This is an optimization exercise on Yosys and OpenROAD, whose aim is small area, a short achievable clock period and few clock cycles per item, not a production implementation. At most, simulation tests tie the RTL to the original design; equivalence was not proved. Power and IR drop assume default switching activity.

==> 10-25: inputs <==
==> flow/design.v <==
`default_nettype none
package tbpf_pkg;
  localparam int unsigned EntryW   = 11;
  localparam int unsigned SampleW  = 8;
  localparam int unsigned IndexW   = 8;
  localparam int unsigned TotalW   = 15;
  localparam int unsigned SumW     = 22;
  localparam int unsigned WeightW  = 12;
  localparam int unsigned WsW      = WeightW + SampleW;
  localparam logic [1:0] FuncFilter = 2'd0;
  localparam logic [1:0] FuncRange  = 2'd1;
  localparam logic [1:0] FuncTap    = 2'd2;
endpackage
`default_nettype wire
`default_nettype none
module tbpf_weight_mem (
  input  wire logic                          clk_i,
  input  wire logic                          range_we_i,
  input  wire logic                          tap_we_i,
  input  wire logic [7:0]                    waddr_i,
  input  wire logic [tbpf_pkg::EntryW-1:0]   wdata_i,
  input  wire logic [7:0]                    range_raddr_i,
  input  wire logic [3:0]                    tap_raddr_i,
  output logic      [tbpf_pkg::EntryW-1:0]   range_rdata_o,
  output logic      [tbpf_pkg::EntryW-1:0]   tap_rdata_o
);
  logic [tbpf_pkg::EntryW-1:0] range_mem [256];
  logic [tbpf_pkg::EntryW-1:0] tap_mem   [16];
  always_ff @(posedge clk_i) begin
    if (range_we_i) begin
      range_mem[waddr_i] <= wdata_i;
    end
    if (tap_we_i) begin
      tap_mem[waddr_i[3:0]] <= wdata_i;
    end
  end
  assign range_rdata_o = range_mem[range_raddr_i];
  assign tap_rdata_o   = tap_mem[tap_raddr_i];
endmodule
`default_nettype wire
`default_nettype none
module tbpf_div_step #(
  parameter bit STEP = 1'b1,
  parameter bit REG  = 1'b1
) (
  input  wire logic        clk_i,
  input  wire logic        rst_ni,
  input  wire logic        v_i,
  input  wire logic [56:0] d_i,
  output logic             v_o,
  output logic [56:0]      d_o
);
  logic [15:0] rem;
  logic [14:0] dvs;
  logic [7:0]  lo, q, c;
  logic        sat, zero;
  assign {rem, dvs, lo, q, sat, zero, c} = d_i;
  logic [15:0] sh;
  logic [16:0] diff;
  logic [56:0] n;
  assign sh   = {rem[14:0], lo[7]};
  assign diff = {1'b0, sh} - {2'b00, dvs};
  assign n    = STEP ? {diff[16] ? sh : diff[15:0], dvs, lo[6:0], 1'b0,
                        q[6:0], !diff[16], sat, zero, c}
                     : d_i;
  if (REG) begin : g_reg
    always_ff @(posedge clk_i or negedge rst_ni) begin
      if (!rst_ni) v_o <= 1'b0;
      else         v_o <= v_i;
    end
    always_ff @(posedge clk_i) begin
      d_o <= n;
    end
  end else begin : g_wire
    assign v_o = v_i;
    assign d_o = n;
  end
endmodule
module tbpf_divider #(
  parameter logic [8:0] STAGE_MASK = 9'b1_1010_1010
) (
  input  wire logic                          clk_i,
  input  wire logic                          rst_ni,
  input  wire logic                          valid_i,
  input  wire logic [tbpf_pkg::SumW-1:0]     sum_i,
  input  wire logic                          sum_sat_i,
  input  wire logic [tbpf_pkg::TotalW-1:0]   total_i,
  input  wire logic                          total_sat_i,
  input  wire logic [7:0]                    center_i,
  output logic                               valid_o,
  output logic [7:0]                         sample_o,
  output logic                               took_o
);
  logic [21:0] sum_f;
  logic [14:0] dvs;
  logic        zero, sat;
  assign sum_f = sum_sat_i ? 22'h3fffff : sum_i;
  assign dvs   = total_sat_i ? 15'h7fff : total_i;
  assign zero  = !total_sat_i && (total_i == '0);
  assign sat   = {1'b0, sum_f[21:8]} >= dvs;
  logic [9:0]      v;
  logic [9*57-1:0] d;
  tbpf_div_step #(.STEP(1'b0), .REG(STAGE_MASK[8])) u_fmt (
    .clk_i  (clk_i),
    .rst_ni (rst_ni),
    .v_i    (valid_i),
    .d_i    ({2'b00, sum_f[21:8], dvs, sum_f[7:0], 8'h00, sat, zero, center_i}),
    .v_o    (v[0]),
    .d_o    (d[0 +: 57])
  );
  for (genvar k = 0; k < 8; k++) begin : g_step
    tbpf_div_step #(.STEP(1'b1), .REG(STAGE_MASK[k])) u_step (
      .clk_i  (clk_i),
      .rst_ni (rst_ni),
      .v_i    (v[k]),
      .d_i    (d[k*57 +: 57]),
      .v_o    (v[k+1]),
      .d_o    (d[(k+1)*57 +: 57])
    );
  end
  logic [56:0] last;
  assign last     = d[8*57 +: 57];
  assign valid_o  = v[8];
  assign took_o   = last[8];
  assign sample_o = last[8] ? last[7:0] : (last[9] ? 8'hff : last[17:10]);
endmodule
`default_nettype wire
`default_nettype none
module temporal_bilateral_pixel_filter #(
  parameter int unsigned FIFO_DEPTH = 6
) (
  input  wire logic        clk_i,
  input  wire logic        rst_ni,
  input  wire logic        in_valid_i,
  output logic             in_stall_o,
  input  wire logic [1:0]  in_func_i,
  input  wire logic [7:0]  in_index_i,
  input  wire logic [7:0]  in_sample_i,
  input  wire logic [7:0]  in_center_i,
  input  wire logic [10:0] in_weight_i,
  input  wire logic        in_last_i,
  output logic             out_valid_o,
  input  wire logic        out_stall_i,
  output logic [7:0]       out_sample_o,
  output logic             out_took_center_o
);
  localparam int unsigned EntryW  = tbpf_pkg::EntryW;
  localparam int unsigned TotalW  = tbpf_pkg::TotalW;
  localparam int unsigned SumW    = tbpf_pkg::SumW;
  localparam int unsigned WeightW = tbpf_pkg::WeightW;
  localparam int unsigned WsW     = tbpf_pkg::WsW;
  localparam int unsigned CntW    = $clog2(FIFO_DEPTH + 1);
  logic stall_q;
  logic accept;
  assign accept = in_valid_i && !stall_q;
  logic              a_v;
  logic [1:0]        a_func;
  logic [7:0]        a_idx, a_s, a_c;
  logic [EntryW-1:0] a_wt;
  logic              a_last;
  always_ff @(posedge clk_i or negedge rst_ni) begin
    if (!rst_ni) a_v <= 1'b0;
    else         a_v <= accept;
  end
  always_ff @(posedge clk_i) begin
    a_func <= in_func_i;
    a_idx  <= in_index_i;
    a_s    <= in_sample_i;
    a_c    <= in_center_i;
    a_wt   <= in_weight_i;
    a_last <= in_last_i;
  end
  logic              a_tapok, range_we, tap_we, a_filt;
  logic [7:0]        diff;
  logic [EntryW-1:0] range_rdata, tap_rdata;
  assign a_tapok  = a_idx[7:4] == 4'd0;
  assign range_we = a_v && (a_func == tbpf_pkg::FuncRange);
  assign tap_we   = a_v && (a_func == tbpf_pkg::FuncTap) && a_tapok;
  assign a_filt   = a_v && (a_func == tbpf_pkg::FuncFilter);
  assign diff     = (a_s >= a_c) ? (a_s - a_c) : (a_c - a_s);
  logic              b_v, b_last;
  logic [7:0]        b_s, b_c, b_diff;
  logic [EntryW-1:0] b_tw;
  always_ff @(posedge clk_i or negedge rst_ni) begin
    if (!rst_ni) b_v <= 1'b0;
    else         b_v <= a_filt;
  end
  always_ff @(posedge clk_i) begin
    b_last <= a_last;
    b_s    <= a_s;
    b_c    <= a_c;
    b_diff <= diff;
    b_tw   <= a_tapok ? tap_rdata : '0;
  end
  tbpf_weight_mem u_mem (
    .clk_i         (clk_i),
    .range_we_i    (range_we),
    .tap_we_i      (tap_we),
    .waddr_i       (a_idx),
    .wdata_i       (a_wt),
    .range_raddr_i (b_diff),
    .tap_raddr_i   (a_idx[3:0]),
    .range_rdata_o (range_rdata),
    .tap_rdata_o   (tap_rdata)
  );
  logic              c_v, c_last;
  logic [7:0]        c_s, c_c;
  logic [EntryW-1:0] c_tw, c_r;
  always_ff @(posedge clk_i or negedge rst_ni) begin
    if (!rst_ni) c_v <= 1'b0;
    else         c_v <= b_v;
  end
  always_ff @(posedge clk_i) begin
    c_last <= b_last;
    c_s    <= b_s;
    c_c    <= b_c;
    c_tw   <= b_tw;
    c_r    <= range_rdata;
  end
  logic [2*EntryW-1:0] prod;
  assign prod = c_tw * c_r;
  logic               d_v, d_last;
  logic [7:0]         d_s, d_c;
  logic [WeightW-1:0] d_w;
  always_ff @(posedge clk_i or negedge rst_ni) begin
    if (!rst_ni) d_v <= 1'b0;
    else         d_v <= c_v;
  end
  always_ff @(posedge clk_i) begin
    d_last <= c_last;
    d_s    <= c_s;
    d_c    <= c_c;
    d_w    <= prod[2*EntryW-1:10];
  end
  logic               e_v, e_last;
  logic [7:0]         e_c;
  logic [WeightW-1:0] e_w;
  logic [WsW-1:0]     e_ws;
  always_ff @(posedge clk_i or negedge rst_ni) begin
    if (!rst_ni) e_v <= 1'b0;
    else         e_v <= d_v;
  end
  always_ff @(posedge clk_i) begin
    e_last <= d_last;
    e_c    <= d_c;
    e_w    <= d_w;
    e_ws   <= d_w * d_s;
  end
  logic [TotalW-1:0] acc_t;
  logic [SumW-1:0]   acc_s;
  logic              st_t, st_s;
  logic [TotalW:0]   add_t;
  logic [SumW:0]     add_s;
  logic              nst_t, nst_s;
  assign add_t = {1'b0, acc_t} + (TotalW + 1)'(e_w);
  assign add_s = {1'b0, acc_s} + (SumW + 1)'(e_ws);
  assign nst_t = st_t || add_t[TotalW];
  assign nst_s = st_s || add_s[SumW];
  always_ff @(posedge clk_i or negedge rst_ni) begin
    if (!rst_ni) begin
      acc_t <= '0;
      acc_s <= '0;
      st_t  <= 1'b0;
      st_s  <= 1'b0;
    end else if (e_v) begin
      acc_t <= e_last ? '0 : add_t[TotalW-1:0];
      acc_s <= e_last ? '0 : add_s[SumW-1:0];
      st_t  <= !e_last && nst_t;
      st_s  <= !e_last && nst_s;
    end
  end
  logic              f_v, f_st_t, f_st_s;
  logic [TotalW-1:0] f_t;
  logic [SumW-1:0]   f_s;
  logic [7:0]        f_c;
  always_ff @(posedge clk_i or negedge rst_ni) begin
    if (!rst_ni) f_v <= 1'b0;
    else         f_v <= e_v && e_last;
  end
  always_ff @(posedge clk_i) begin
    f_t    <= add_t[TotalW-1:0];
    f_s    <= add_s[SumW-1:0];
    f_st_t <= nst_t;
    f_st_s <= nst_s;
    f_c    <= e_c;
  end
  logic       r_v, r_took;
  logic [7:0] r_sample;
  tbpf_divider u_div (
    .clk_i       (clk_i),
    .rst_ni      (rst_ni),
    .valid_i     (f_v),
    .sum_i       (f_s),
    .sum_sat_i   (f_st_s),
    .total_i     (f_t),
    .total_sat_i (f_st_t),
    .center_i    (f_c),
    .valid_o     (r_v),
    .sample_o    (r_sample),
    .took_o      (r_took)
  );
  localparam int unsigned FD = FIFO_DEPTH - 1;
  localparam int unsigned PW = (FD > 1) ? $clog2(FD) : 1;
  logic       out_v_q;
  logic [8:0] out_q;
  logic [8:0] fifo_q [FD];
  logic [PW-1:0] wr_q, rd_q;
  logic [CntW-1:0] fcnt_q;
  logic pop, out_free, fifo_nonempty, push, fifo_rd;
  assign pop           = out_v_q && !out_stall_i;
  assign out_free      = !out_v_q || !out_stall_i;
  assign fifo_nonempty = fcnt_q != '0;
  assign fifo_rd       = out_free && fifo_nonempty;
  assign push          = r_v && !(out_free && !fifo_nonempty);
  always_ff @(posedge clk_i or negedge rst_ni) begin
    if (!rst_ni) begin
      out_v_q <= 1'b0;
      wr_q    <= '0;
      rd_q    <= '0;
      fcnt_q  <= '0;
    end else begin
      if (out_free) begin
        out_v_q <= fifo_nonempty || r_v;
      end
      if (push) begin
        wr_q <= (wr_q == PW'(FD - 1)) ? '0 : wr_q + 1'b1;
      end
      if (fifo_rd) begin
        rd_q <= (rd_q == PW'(FD - 1)) ? '0 : rd_q + 1'b1;
      end
      fcnt_q <= fcnt_q + CntW'(push) - CntW'(fifo_rd);
    end
  end
  always_ff @(posedge clk_i) begin
    if (out_free) begin
      out_q <= fifo_nonempty ? fifo_q[rd_q] : {r_took, r_sample};
    end
    if (push) begin
      fifo_q[wr_q] <= {r_took, r_sample};
    end
  end
  assign out_valid_o       = out_v_q;
  assign out_took_center_o = out_q[8];
  assign out_sample_o      = out_q[7:0];
  logic [CntW-1:0] owed_q, owed_d;
  logic            take_last;
  assign take_last = accept && (in_func_i == tbpf_pkg::FuncFilter) && in_last_i;
  assign owed_d    = owed_q + CntW'(take_last) - CntW'(pop);
  always_ff @(posedge clk_i or negedge rst_ni) begin
    if (!rst_ni) begin
      owed_q  <= '0;
      stall_q <= 1'b0;
    end else begin
      owed_q  <= owed_d;
      stall_q <= owed_d >= CntW'(FIFO_DEPTH);
    end
  end
  assign in_stall_o = stall_q;
endmodule
`default_nettype wire
`default_nettype none
module tbpf_top (
  input  wire logic        clk_i,
  input  wire logic        rst_ni,
  input  wire logic        in_valid_i,
  output logic             in_stall_o,
  input  wire logic [1:0]  in_func_i,
  input  wire logic [7:0]  in_index_i,
  input  wire logic [7:0]  in_sample_i,
  input  wire logic [7:0]  in_center_i,
  input  wire logic [10:0] in_weight_i,
  input  wire logic        in_last_i,
  output logic             out_valid_o,
  input  wire logic        out_stall_i,
  output logic [7:0]       out_sample_o,
  output logic             out_took_center_o
);
  temporal_bilateral_pixel_filter u_filter (
    .clk_i             (clk_i),
    .rst_ni            (rst_ni),
    .in_valid_i        (in_valid_i),
    .in_stall_o        (in_stall_o),
    .in_func_i         (in_func_i),
    .in_index_i        (in_index_i),
    .in_sample_i       (in_sample_i),
    .in_center_i       (in_center_i),
    .in_weight_i       (in_weight_i),
    .in_last_i         (in_last_i),
    .out_valid_o       (out_valid_o),
    .out_stall_i       (out_stall_i),
    .out_sample_o      (out_sample_o),
    .out_took_center_o (out_took_center_o)
  );
endmodule
`default_nettype wire
==> flow/run.sh <==
#!/bin/bash
# synth_recipe.tcl (not shown) runs the flow's synth.tcl, then flattens the netlist and writes it again
# the make line also repeats each setting of config.mk as NAME=value (left out here)
make -C /OpenROAD-flow-scripts/flow DESIGN_CONFIG=/design/flow/config.mk WORK_HOME=/design/flow/orfs CLKGATE_MAP_FILE= SYNTH_SCRIPT=/design/flow/synth_recipe.tcl finish
==> flow/config.mk <==
export PLATFORM = sky130hd
export DESIGN_NAME = tbpf_top
export DESIGN_NICKNAME = tbpf_top
export VERILOG_FILES = /design/flow/design.v
export SDC_FILE = /design/flow/constraint.sdc
export NUM_CORES = 4
export LEC_CHECK = 0
export CAP_MARGIN = 20
export CORE_MARGIN = 2
export CORE_UTILIZATION = 40
export SLEW_MARGIN = 20
==> flow/constraint.sdc <==
create_clock -name core_clock -period 8.0 [get_ports {clk_i}]
set_input_delay 1.6000 -clock core_clock [delete_from_list [all_inputs] [get_ports {clk_i}]]
set_output_delay 1.6000 -clock core_clock [all_outputs]
set_load 0.01 [all_outputs]
==> 01-07 (differences from 10-25) <==
--- a/flow/design.v
+++ b/flow/design.v
@@ -19,13 +19,15 @@
   input  wire logic                          tap_we_i,
   input  wire logic [7:0]                    waddr_i,
   input  wire logic [tbpf_pkg::EntryW-1:0]   wdata_i,
-  input  wire logic [7:0]                    range_raddr_i,
+  input  wire logic [15:0]                   range_rhi_i,
+  input  wire logic [15:0]                   range_rlo_i,
   input  wire logic [3:0]                    tap_raddr_i,
   output logic      [tbpf_pkg::EntryW-1:0]   range_rdata_o,
   output logic      [tbpf_pkg::EntryW-1:0]   tap_rdata_o
 );
-  logic [tbpf_pkg::EntryW-1:0] range_mem [256];
-  logic [tbpf_pkg::EntryW-1:0] tap_mem   [16];
+  localparam int unsigned EW = tbpf_pkg::EntryW;
+  logic [EW-1:0] range_mem [256];
+  logic [EW-1:0] tap_mem   [16];
   always_ff @(posedge clk_i) begin
     if (range_we_i) begin
       range_mem[waddr_i] <= wdata_i;
@@ -34,8 +36,20 @@
       tap_mem[waddr_i[3:0]] <= wdata_i;
     end
   end
-  assign range_rdata_o = range_mem[range_raddr_i];
-  assign tap_rdata_o   = tap_mem[tap_raddr_i];
+  logic [EW-1:0] grp [16];
+  always_comb begin
+    for (int g = 0; g < 16; g++) begin
+      grp[g] = '0;
+      for (int j = 0; j < 16; j++) begin
+        grp[g] = grp[g] | ({EW{range_rlo_i[j]}} & range_mem[16*g + j]);
+      end
+    end
+    range_rdata_o = '0;
+    for (int g = 0; g < 16; g++) begin
+      range_rdata_o = range_rdata_o | ({EW{range_rhi_i[g]}} & grp[g]);
+    end
+  end
+  assign tap_rdata_o = tap_mem[tap_raddr_i];
 endmodule
 `default_nettype wire
 `default_nettype none
@@ -46,22 +60,20 @@
   input  wire logic        clk_i,
   input  wire logic        rst_ni,
   input  wire logic        v_i,
-  input  wire logic [56:0] d_i,
+  input  wire logic [38:0] d_i,
   output logic             v_o,
-  output logic [56:0]      d_o
+  output logic [38:0]      d_o
 );
-  logic [15:0] rem;
-  logic [14:0] dvs;
-  logic [7:0]  lo, q, c;
-  logic        sat, zero;
-  assign {rem, dvs, lo, q, sat, zero, c} = d_i;
+  logic        zero;
+  logic [14:0] rem, dvs;
+  logic [7:0]  lq;
+  assign {zero, rem, dvs, lq} = d_i;
   logic [15:0] sh;
   logic [16:0] diff;
-  logic [56:0] n;
-  assign sh   = {rem[14:0], lo[7]};
+  logic [38:0] n;
+  assign sh   = {rem, lq[7]};
   assign diff = {1'b0, sh} - {2'b00, dvs};
-  assign n    = STEP ? {diff[16] ? sh : diff[15:0], dvs, lo[6:0], 1'b0,
-                        q[6:0], !diff[16], sat, zero, c}
+  assign n    = STEP ? {zero, diff[16] ? sh[14:0] : diff[14:0], dvs, lq[6:0], !diff[16]}
                      : d_i;
   if (REG) begin : g_reg
     always_ff @(posedge clk_i or negedge rst_ni) begin
@@ -77,7 +89,7 @@
   end
 endmodule
 module tbpf_divider #(
-  parameter logic [8:0] STAGE_MASK = 9'b1_1010_1010
+  parameter logic [8:0] STAGE_MASK = 9'b1_1111_1111
 ) (
   input  wire logic                          clk_i,
   input  wire logic                          rst_ni,
@@ -92,37 +104,38 @@
   output logic                               took_o
 );
   logic [21:0] sum_f;
-  logic [14:0] dvs;
+  logic [14:0] tot_f, dvs;
   logic        zero, sat;
   assign sum_f = sum_sat_i ? 22'h3fffff : sum_i;
-  assign dvs   = total_sat_i ? 15'h7fff : total_i;
+  assign tot_f = total_sat_i ? 15'h7fff : total_i;
   assign zero  = !total_sat_i && (total_i == '0);
-  assign sat   = {1'b0, sum_f[21:8]} >= dvs;
+  assign sat   = {1'b0, sum_f[21:8]} >= tot_f;
+  assign dvs   = sat ? '0 : tot_f;
   logic [9:0]      v;
-  logic [9*57-1:0] d;
+  logic [9*39-1:0] d;
   tbpf_div_step #(.STEP(1'b0), .REG(STAGE_MASK[8])) u_fmt (
     .clk_i  (clk_i),
     .rst_ni (rst_ni),
     .v_i    (valid_i),
-    .d_i    ({2'b00, sum_f[21:8], dvs, sum_f[7:0], 8'h00, sat, zero, center_i}),
+    .d_i    ({zero, 1'b0, sum_f[21:8], dvs, zero ? center_i : sum_f[7:0]}),
     .v_o    (v[0]),
-    .d_o    (d[0 +: 57])
+    .d_o    (d[0 +: 39])
   );
   for (genvar k = 0; k < 8; k++) begin : g_step
     tbpf_div_step #(.STEP(1'b1), .REG(STAGE_MASK[k])) u_step (
       .clk_i  (clk_i),
       .rst_ni (rst_ni),
       .v_i    (v[k]),
-      .d_i    (d[k*57 +: 57]),
+      .d_i    (d[k*39 +: 39]),
       .v_o    (v[k+1]),
-      .d_o    (d[(k+1)*57 +: 57])
+      .d_o    (d[(k+1)*39 +: 39])
     );
   end
-  logic [56:0] last;
-  assign last     = d[8*57 +: 57];
+  logic [38:0] last;
+  assign last     = d[8*39 +: 39];
   assign valid_o  = v[8];
-  assign took_o   = last[8];
-  assign sample_o = last[8] ? last[7:0] : (last[9] ? 8'hff : last[17:10]);
+  assign took_o   = last[38];
+  assign sample_o = last[38] ? last[30:23] : last[7:0];
 endmodule
 `default_nettype wire
 `default_nettype none
@@ -179,7 +192,8 @@
   assign a_filt   = a_v && (a_func == tbpf_pkg::FuncFilter);
   assign diff     = (a_s >= a_c) ? (a_s - a_c) : (a_c - a_s);
   logic              b_v, b_last;
-  logic [7:0]        b_s, b_c, b_diff;
+  logic [7:0]        b_s, b_c;
+  logic [15:0]       b_dhi, b_dlo;
   logic [EntryW-1:0] b_tw;
   always_ff @(posedge clk_i or negedge rst_ni) begin
     if (!rst_ni) b_v <= 1'b0;
@@ -189,7 +203,8 @@
     b_last <= a_last;
     b_s    <= a_s;
     b_c    <= a_c;
-    b_diff <= diff;
+    b_dhi  <= 16'd1 << diff[7:4];
+    b_dlo  <= 16'd1 << diff[3:0];
     b_tw   <= a_tapok ? tap_rdata : '0;
   end
   tbpf_weight_mem u_mem (
@@ -198,7 +213,8 @@
     .tap_we_i      (tap_we),
     .waddr_i       (a_idx),
     .wdata_i       (a_wt),
-    .range_raddr_i (b_diff),
+    .range_rhi_i   (b_dhi),
+    .range_rlo_i   (b_dlo),
     .tap_raddr_i   (a_idx[3:0]),
     .range_rdata_o (range_rdata),
     .tap_rdata_o   (tap_rdata)
@@ -217,34 +233,64 @@
     c_tw   <= b_tw;
     c_r    <= range_rdata;
   end
+  logic               d1_v, d1_last;
+  logic [7:0]         d1_s, d1_c;
+  logic [16:0]        d1_plo;
+  logic [15:0]        d1_phi;
+  always_ff @(posedge clk_i or negedge rst_ni) begin
+    if (!rst_ni) d1_v <= 1'b0;
+    else         d1_v <= c_v;
+  end
+  always_ff @(posedge clk_i) begin
+    d1_last <= c_last;
+    d1_s    <= c_s;
+    d1_c    <= c_c;
+    d1_plo  <= c_tw * c_r[5:0];
+    d1_phi  <= c_tw * c_r[10:6];
+  end
   logic [2*EntryW-1:0] prod;
-  assign prod = c_tw * c_r;
+  assign prod = {5'd0, d1_plo} + {d1_phi, 6'd0};
   logic               d_v, d_last;
   logic [7:0]         d_s, d_c;
   logic [WeightW-1:0] d_w;
   always_ff @(posedge clk_i or negedge rst_ni) begin
     if (!rst_ni) d_v <= 1'b0;
-    else         d_v <= c_v;
+    else         d_v <= d1_v;
   end
   always_ff @(posedge clk_i) begin
-    d_last <= c_last;
-    d_s    <= c_s;
-    d_c    <= c_c;
+    d_last <= d1_last;
+    d_s    <= d1_s;
+    d_c    <= d1_c;
     d_w    <= prod[2*EntryW-1:10];
   end
+  logic               e1_v, e1_last;
+  logic [7:0]         e1_c;
+  logic [WeightW-1:0] e1_w;
+  logic [15:0]        e1_qlo, e1_qhi;
+  always_ff @(posedge clk_i or negedge rst_ni) begin
+    if (!rst_ni) e1_v <= 1'b0;
+    else         e1_v <= d_v;
+  end
+  always_ff @(posedge clk_i) begin
+    e1_last <= d_last;
+    e1_c    <= d_c;
+    e1_w    <= d_w;
+    e1_qlo  <= d_w * d_s[3:0];
+    e1_qhi  <= d_w * d_s[7:4];
+  end
   logic               e_v, e_last;
   logic [7:0]         e_c;
   logic [WeightW-1:0] e_w;
   logic [WsW-1:0]     e_ws;
   always_ff @(posedge clk_i or negedge rst_ni) begin
     if (!rst_ni) e_v <= 1'b0;
-    else         e_v <= d_v;
+    else         e_v <= e1_v;
   end
   always_ff @(posedge clk_i) begin
-    e_last <= d_last;
-    e_c    <= d_c;
-    e_w    <= d_w;
-    e_ws   <= d_w * d_s;
+    e_last <= e1_last;
+    e_c    <= e1_c;
+    e_w    <= e1_w;
+    e_ws   <= {4'd0, e1_qlo} + {e1_qhi, 4'd0};
   end
   logic [TotalW-1:0] acc_t;
   logic [SumW-1:0]   acc_s;
Settings changed: ABC_CLOCK_PERIOD_IN_PS from default to 3000, CORE_UTILIZATION 40 to 60, CTS_CLUSTER_DIAMETER from default to 100, CTS_CLUSTER_SIZE from default to 30, SETUP_SLACK_MARGIN from default to 4.5.
==> qor summary <==
quantity	10-25	01-07
Proportion of cell area occupied by multi-input gates	0.2434	0.2263
Unique masters post-synth	73	80
Part of the total power dissipated in combinational logic	0.250	0.224
Max-Slew Margin vs Limit	0.2275	0.2199
Xor-xnor portion of the synthesized cell area	0.008986	0.01069
Finished Layout Cells	12580	12140
Crit-path slowest cell	sky130_fd_sc_hd__and2_1	sky130_fd_sc_hd__fa_1
Diodes inserted	2	6
Slew @ Worst Pin	1.156 ns	1.166 ns
Synthesis warning total	4	5
Effective utilization at floorplan	0.4022	0.6030
Routed wire length per instance	26.60 µm	33.00 µm
Area occupied by multi-input gates	0.03946 mm²	0.03492 mm²
Number of non-clock inverters	315	336
Flip-flop and latch count after synthesis	3549	3795
Buffering stage count on the worst path with inverters included	2	1
Proportion of synthesized area in mux cells	0.1647	0.01400
Number of cells on the worst reg-to-reg path	22	15
Outcome	timing/DRC/antenna clean	timing/DRC/antenna clean
Total area of sequential cells	0.1019 mm²	0.1070 mm²
Non-Clock Buffer Area Fraction	0.01291	0.01769
Post-layout utilization of the core	0.4551	0.6495
Number of fillers in the final layout	29870	16630
Testbench counts of 01-07, summed over its fixed seeds: cycles 20,904, pixels 2,400.
For 10-25, only the layout was checked, not whether the RTL still works.

==> static timing again, ports no longer ideal <==
The flow's constraints put no driver on any port. The routed layouts listed below were extracted and timed again, unchanged, in two steps.
Step 1 assumes that a clkbuf_16 drives the clock port and a buf_2 every other input.
Step 2 times the ports against the registers' clock, not the clock port: input delays grow and output delays shrink by t, the midpoint of the rising clock arrivals with the driver on.
Three values: ideal ports, drivers, drivers and shift; two values: the first two.
run	shift t [ns]	setup slack, ns	latest minus earliest clock arrival (ns)
10-25	1.010	1.627 / 1.627 / 1.627	0.101 / 0.102
01-07	0.946	4.028 / 4.028 / 3.904	0.051 / 0.051
After both steps every run listed still meets setup and hold. For 01-07, which loses most, drivers alone change the setup slack by 0.000 ns; drivers and shift together by -0.124 ns.
